This is an optimization exercise on Yosys and OpenROAD, whose aim is a short achievable clock period and few clock cycles, not a production implementation.
Function was checked by simulation only, so behaviour that the tests miss may differ from the original.
The clock port is modelled as an ideal driver, which makes a skipped or thinned clock tree look cheaper than it is; a real chip needs a root buffer or a tree.
Power is estimated from default activity; no workload was simulated.

==> exp/ember <==
// zigzag_buffer
module zigzag_buffer #(
    parameter int DW = 12
) (
    input  logic              clk,
    input  logic              rst,
    input  logic [DW-1:0]     dcti,
    input  logic              idv,
    input  logic              ordy,
    output logic [DW-1:0]     zzo,
    output logic              odv,
    output logic              osob,
    output logic              ovf
);
==> flow/config.mk <==
export PLATFORM = sky130hd
export DESIGN_NAME = zigzag_buffer
export DESIGN_NICKNAME = zigzag_buffer
export VERILOG_FILES = /design/flow/design.v
export SDC_FILE = /design/flow/constraint.sdc
export NUM_CORES = 4
export LEC_CHECK = 0
export ABC_CLOCK_PERIOD_IN_PS = 2000
export CAP_MARGIN = 20
export CORE_MARGIN = 2
export CORE_UTILIZATION = 40
export SLEW_MARGIN = 20
export TNS_END_PERCENT = 100
==> flow/constraint.sdc <==
create_clock -name core_clock -period 6.0 [get_ports {clk}]
set_input_delay 1.2000 -clock core_clock [delete_from_list [all_inputs] [get_ports {clk}]]
set_output_delay 1.2000 -clock core_clock [all_outputs]
set_load 0.01 [all_outputs]
standard.sh (not shown) runs the stock make flow with config.mk's settings and CLKGATE_MAP_FILE= SYNTH_SCRIPT=/design/flow/synth_recipe.tcl, a recipe that flattens the netlist after the stock synthesis.
==> flow/flow/run.sh <==
#!/bin/bash
# Standard ORFS layout, except that the clock tree is built by clock_tree.tcl
# (a balanced two-level tree: four root buffers on the clock port, each feeding
# leaf buffers that drive equal-sized groups of nearby flip-flops) instead of
# TritonCTS. Timing repair after CTS and global routing aims at a tighter
# period than the design's clock via SETUP_SLACK_MARGIN.
set -euo pipefail
here="$(pwd)"
# synthesis, floorplan and placement exactly as the standard flow
bash standard.sh synth > "$here/log_synth.log" 2>&1
bash standard.sh place > "$here/log_place.log" 2>&1
export SETUP_SLACK_MARGIN="${MARGIN:-3.9}"
export PRE_CTS_TCL="$here/flow/clock_tree.tcl"
bash standard.sh cts > "$here/log_cts.log" 2>&1
bash standard.sh finish > "$here/log_finish.log" 2>&1
Other scripts of this flow, unchanged in this note and not shown: flow/flow/clock_tree.tcl
==> exp/fjord: changes against exp/ember <==
--- a/flow/design.v
+++ b/flow/design.v
@@ -56,16 +56,11 @@
     logic [127:0][DW-1:0] r_mem;
     logic [1:0]    r_wblk;
     logic [5:0]    r_wcnt;
     logic [7:0]    r_wel2;      
     logic [5:0]    r_wc3;       
-    logic [7:0]    r_wel1;      
-    logic [7:0]    w_base;      
-    logic [7:0]    r_c00;
-    logic [7:0]    r_c01;
-    logic [7:0]    r_c10;
-    logic [7:0]    r_c11;
+    logic [7:0]    r_base;      
     logic          r_acc1;
     logic [129:0]  r_wr_a;
     logic [129:0]  r_wr_n;
     logic [129:0]  w_wr;
     logic          r_pend;      
@@ -75,11 +70,10 @@
     logic [1:0]    r_rblk1;     
     logic [5:0]    r_k;
     logic [5:0]    r_za0;       
     logic [5:0]    r_za1;       
     logic          r_av;        
-    logic          r_m0;        
     logic [DW-1:0] r_zzo;
     logic          r_odv;
     logic          r_osob;
     logic          r_olast;
     logic          w_room;
@@ -88,34 +82,33 @@
     logic          w_ld_ok;
     logic          w_load;
     logic [1:0]    w_rblk2;
     logic          w_m0;
     logic          w_m1;
-    logic          w_m0p;
-    logic          w_m1p;
     logic          w_l0;
+    logic [7:0]    w_d1;
+    logic [7:0]    w_d0;
     logic [5:0]    w_wcnt1;
     logic [1:0]    w_wblk1;
     logic [5:0]    w_wcnt3;
     logic [1:0]    w_wblk3;
     logic [128:0][DW-1:0] w_x;
     assign w_room    = ((r_wblk - r_relblk) != 2'd2) | (r_odv & r_olast & ordy);
     assign w_acc     = idv & w_room;
     assign w_rblk2   = r_rblk1 + {1'b0, (r_k == 6'd62)};
-    assign w_m0      = r_m0;
+    assign w_m0      = ({r_rblk, r_za0} == {r_wblk, r_wcnt});
     assign w_m1      = ({r_rblk1, r_za1} == {r_wblk, r_wcnt});
-    assign w_m0p     = ({r_rblk, r_za0} == {w_wblk1, w_wcnt1});
-    assign w_m1p     = ({r_rblk1, r_za1} == {w_wblk1, w_wcnt1});
     assign w_l0      = (r_rblk1 == r_wblk) ? (r_za1 < r_wcnt) : (r_rblk1 != r_wblk + 2'd1);
     assign w_out_adv = ~r_odv | ordy;
     assign w_ld_ok   = r_av | (w_acc & w_m0);
     assign w_load    = w_out_adv & w_ld_ok;
     assign w_wcnt1   = r_wcnt + 6'd1;
     assign w_wblk1   = r_wblk + {1'b0, (r_wcnt == 6'd63)};
     assign w_wcnt3   = r_wc3;
     assign w_wblk3   = r_wblk + {1'b0, (r_wc3 < 6'd3)};
-    assign w_base = r_acc1 ? (r_pend ? r_c11 : r_c10) : (r_pend ? r_c01 : r_c00);
+    assign w_d1 = r_wel2 + ~{r_rblk, r_k};
+    assign w_d0 = r_wel2 - {r_rblk, r_k};
     assign w_wr = r_acc1 ? r_wr_a : r_wr_n;
     always_comb begin
         for (int i = 0; i < 128; i++) begin
             w_x[i] = w_wr[i] ? dcti : r_mem[i];
         end
@@ -133,15 +126,11 @@
         if (!rst) begin
             r_wblk   <= 2'd0;
             r_wcnt   <= 6'd0;
             r_wel2   <= {2'd0, zz_pos(6'd2)};
             r_wc3    <= 6'd3;
-            r_wel1   <= {2'd0, zz_pos(6'd1)};
-            r_c00    <= {2'd0, zz_pos(6'd1)};
-            r_c01    <= 8'd0;
-            r_c10    <= 8'd0;
-            r_c11    <= 8'd0;
+            r_base   <= {2'd0, zz_pos(6'd1)};
             r_acc1   <= 1'b0;
             r_wr_a   <= 130'd0;
             r_wr_n   <= 130'd1;
             r_pend   <= 1'b0;
             r_ovf    <= 1'b0;
@@ -150,52 +139,49 @@
             r_rblk1  <= 2'd0;
             r_k      <= 6'd0;
             r_za0    <= 6'd0;
             r_za1    <= 6'd1;
             r_av     <= 1'b0;
-            r_m0     <= 1'b1;
             r_odv    <= 1'b0;
             r_osob   <= 1'b0;
             r_olast  <= 1'b0;
         end else begin
             if (w_acc) begin
                 r_wcnt <= w_wcnt1;
                 r_wblk <= w_wblk1;
-                r_wel1 <= r_wel2;
                 r_wel2 <= {w_wblk3, zz_pos(w_wcnt3)};
                 r_wc3  <= r_wc3 + 6'd1;
             end else if (idv) begin
                 r_ovf <= 1'b1;
             end
             if (r_odv & ordy & r_olast) begin
                 r_relblk <= r_relblk + 2'd1;
             end
             r_acc1 <= w_acc;
-            r_c00  <= r_wel1 - {r_rblk, r_k};
-            r_c01  <= r_wel1 + ~{r_rblk, r_k};
-            r_c10  <= r_wel2 - {r_rblk, r_k};
-            r_c11  <= r_wel2 + ~{r_rblk, r_k};
             for (int i = 0; i < 130; i++) begin
-                r_wr_a[i] <= (w_base == 8'(i));
+                r_wr_a[i] <= (r_base == 8'(i));
                 if (r_pend) begin
                     r_wr_n[i] <= (i < 129) ? w_wr[(i + 1) % 130] : 1'b0;
                 end else begin
                     r_wr_n[i] <= w_wr[i];
                 end
             end
             r_pend <= w_load;
+            if (w_acc) begin
+                r_base <= w_load ? w_d1 : w_d0;
+            end else if (w_load) begin
+                r_base <= r_base - 8'd1;
+            end
             if (w_load) begin
                 r_k     <= r_k + 6'd1;
                 r_rblk  <= r_rblk1;
                 r_rblk1 <= w_rblk2;
                 r_za0   <= r_za1;
                 r_za1   <= zz_addr(r_k + 6'd2);
                 r_av    <= w_l0 | (w_acc & w_m1);
-                r_m0    <= w_acc ? w_m1p : w_m1;
             end else begin
                 r_av    <= r_av | (w_acc & w_m0);
-                r_m0    <= w_acc ? w_m0p : w_m0;
             end
             if (w_out_adv) begin
                 r_odv   <= w_ld_ok;
                 r_osob  <= w_ld_ok & (r_k == 6'd0);
                 r_olast <= w_ld_ok & (r_k == 6'd63);
==> exp/umber: changes against exp/ember <==
--- a/flow/design.v
+++ b/flow/design.v
@@ -58,14 +58,10 @@
     logic [5:0]    r_wcnt;
     logic [7:0]    r_wel2;      
     logic [5:0]    r_wc3;       
     logic [7:0]    r_wel1;      
     logic [7:0]    w_base;      
-    logic [7:0]    r_c00;
-    logic [7:0]    r_c01;
-    logic [7:0]    r_c10;
-    logic [7:0]    r_c11;
     logic          r_acc1;
     logic [129:0]  r_wr_a;
     logic [129:0]  r_wr_n;
     logic [129:0]  w_wr;
     logic          r_pend;      
@@ -111,11 +107,11 @@
     assign w_load    = w_out_adv & w_ld_ok;
     assign w_wcnt1   = r_wcnt + 6'd1;
     assign w_wblk1   = r_wblk + {1'b0, (r_wcnt == 6'd63)};
     assign w_wcnt3   = r_wc3;
     assign w_wblk3   = r_wblk + {1'b0, (r_wc3 < 6'd3)};
-    assign w_base = r_acc1 ? (r_pend ? r_c11 : r_c10) : (r_pend ? r_c01 : r_c00);
+    assign w_base = r_wel1 - {r_rblk, r_k};
     assign w_wr = r_acc1 ? r_wr_a : r_wr_n;
     always_comb begin
         for (int i = 0; i < 128; i++) begin
             w_x[i] = w_wr[i] ? dcti : r_mem[i];
         end
@@ -134,14 +130,10 @@
             r_wblk   <= 2'd0;
             r_wcnt   <= 6'd0;
             r_wel2   <= {2'd0, zz_pos(6'd2)};
             r_wc3    <= 6'd3;
             r_wel1   <= {2'd0, zz_pos(6'd1)};
-            r_c00    <= {2'd0, zz_pos(6'd1)};
-            r_c01    <= 8'd0;
-            r_c10    <= 8'd0;
-            r_c11    <= 8'd0;
             r_acc1   <= 1'b0;
             r_wr_a   <= 130'd0;
             r_wr_n   <= 130'd1;
             r_pend   <= 1'b0;
             r_ovf    <= 1'b0;
@@ -168,14 +160,10 @@
             end
             if (r_odv & ordy & r_olast) begin
                 r_relblk <= r_relblk + 2'd1;
             end
             r_acc1 <= w_acc;
-            r_c00  <= r_wel1 - {r_rblk, r_k};
-            r_c01  <= r_wel1 + ~{r_rblk, r_k};
-            r_c10  <= r_wel2 - {r_rblk, r_k};
-            r_c11  <= r_wel2 + ~{r_rblk, r_k};
             for (int i = 0; i < 130; i++) begin
                 r_wr_a[i] <= (w_base == 8'(i));
                 if (r_pend) begin
                     r_wr_n[i] <= (i < 129) ? w_wr[(i + 1) % 130] : 1'b0;
                 end else begin
CORE_UTILIZATION = 55   (was 40)
==> comparison <==
Register-to-register slack: exp/umber is higher than exp/fjord (500 ps). Sequential cell count: exp/fjord < exp/umber < exp/ember. Of exp/ember and exp/umber, exp/umber has the higher first-iteration DRC count (gap about 14%, measured against exp/umber). Design area, highest first: exp/umber, exp/fjord, exp/ember. Between exp/fjord and exp/umber, the lower sequential power is in exp/umber (gap about 60%, measured against exp/umber).
==> figures <==
item                                                                    exp/umber                exp/ember                exp/fjord
CP Launch Type                                                          flip-flop                flip-flop                input pin
Part of the total power dissipated in the clock network                     0.227                    0.147                    0.126
Total routed wirelength                                                228,000 um               196,000 um               203,000 um
Worst-case headroom to the max-slew limit                                   0.275                    0.192                    0.362
GR met1 Demand/Resource                                                     0.364                    0.224                    0.248
Seq Cell Count                                                              1,870                    1,902                    1,869
Share of cell area taken by flip-flops and latches                          0.355                    0.392                    0.379
Result of the run                                         complete, no violations  complete, no violations  complete, no violations
Power drawn by the sequential cells                                       13.8 mW                  21.2 mW                  21.9 mW
Adder and majority cell fraction of the synthesized area                  0.00700                  0.00884                  0.00784
Slew at the pin closest to its max-slew limit                             1090 ps                  1210 ps                   956 ps
Testbench counts of exp/ember, summed over its fixed seeds: cycles 22,808.
Testbench counts of exp/fjord, summed over its fixed seeds: cycles 22,808.
Testbench counts of exp/umber, summed over its fixed seeds: cycles 22,808.
No run of this note takes its clock network from TritonCTS; it comes from the design's own scripts or RTL.

==> afterwards: timing with drivers on the ports <==
In the flow no input, the clock included, has a driving cell. The finished layouts below were timed again as built, in two steps.
Step 1 sets driving cells, clkbuf_16 on the clock port and buf_2 on the other inputs (assumed; they add their load-dependent delay and slew).
Step 2 moves the port delays by t, midway between the first and last clock arrival at a register: inputs arrive t later, outputs are due t later. That takes back most of the time a late clock gives input paths.
Three values: ideal, step 1, step 2; two values: the first two.
run	shift t [ns]	slack for setup (ns)	worst hold slack (ns)	worst slew at a driven data input, ns
exp/ember	0.732	3.631 / 3.482 / 3.155	0.475 / 0.451 / 0.475	0.15
exp/fjord	0.741	2.656 / 2.758 / 2.062	0.497 / 0.452 / 0.497	0.37
exp/umber	0.739	3.264 / 3.264 / 2.899	0.473 / 0.421 / 0.473	0.37
After both steps setup and hold are still met in every run listed. The setup slack of exp/fjord, which loses most, moves by +0.102 ns with the drivers and by -0.594 ns with both steps.
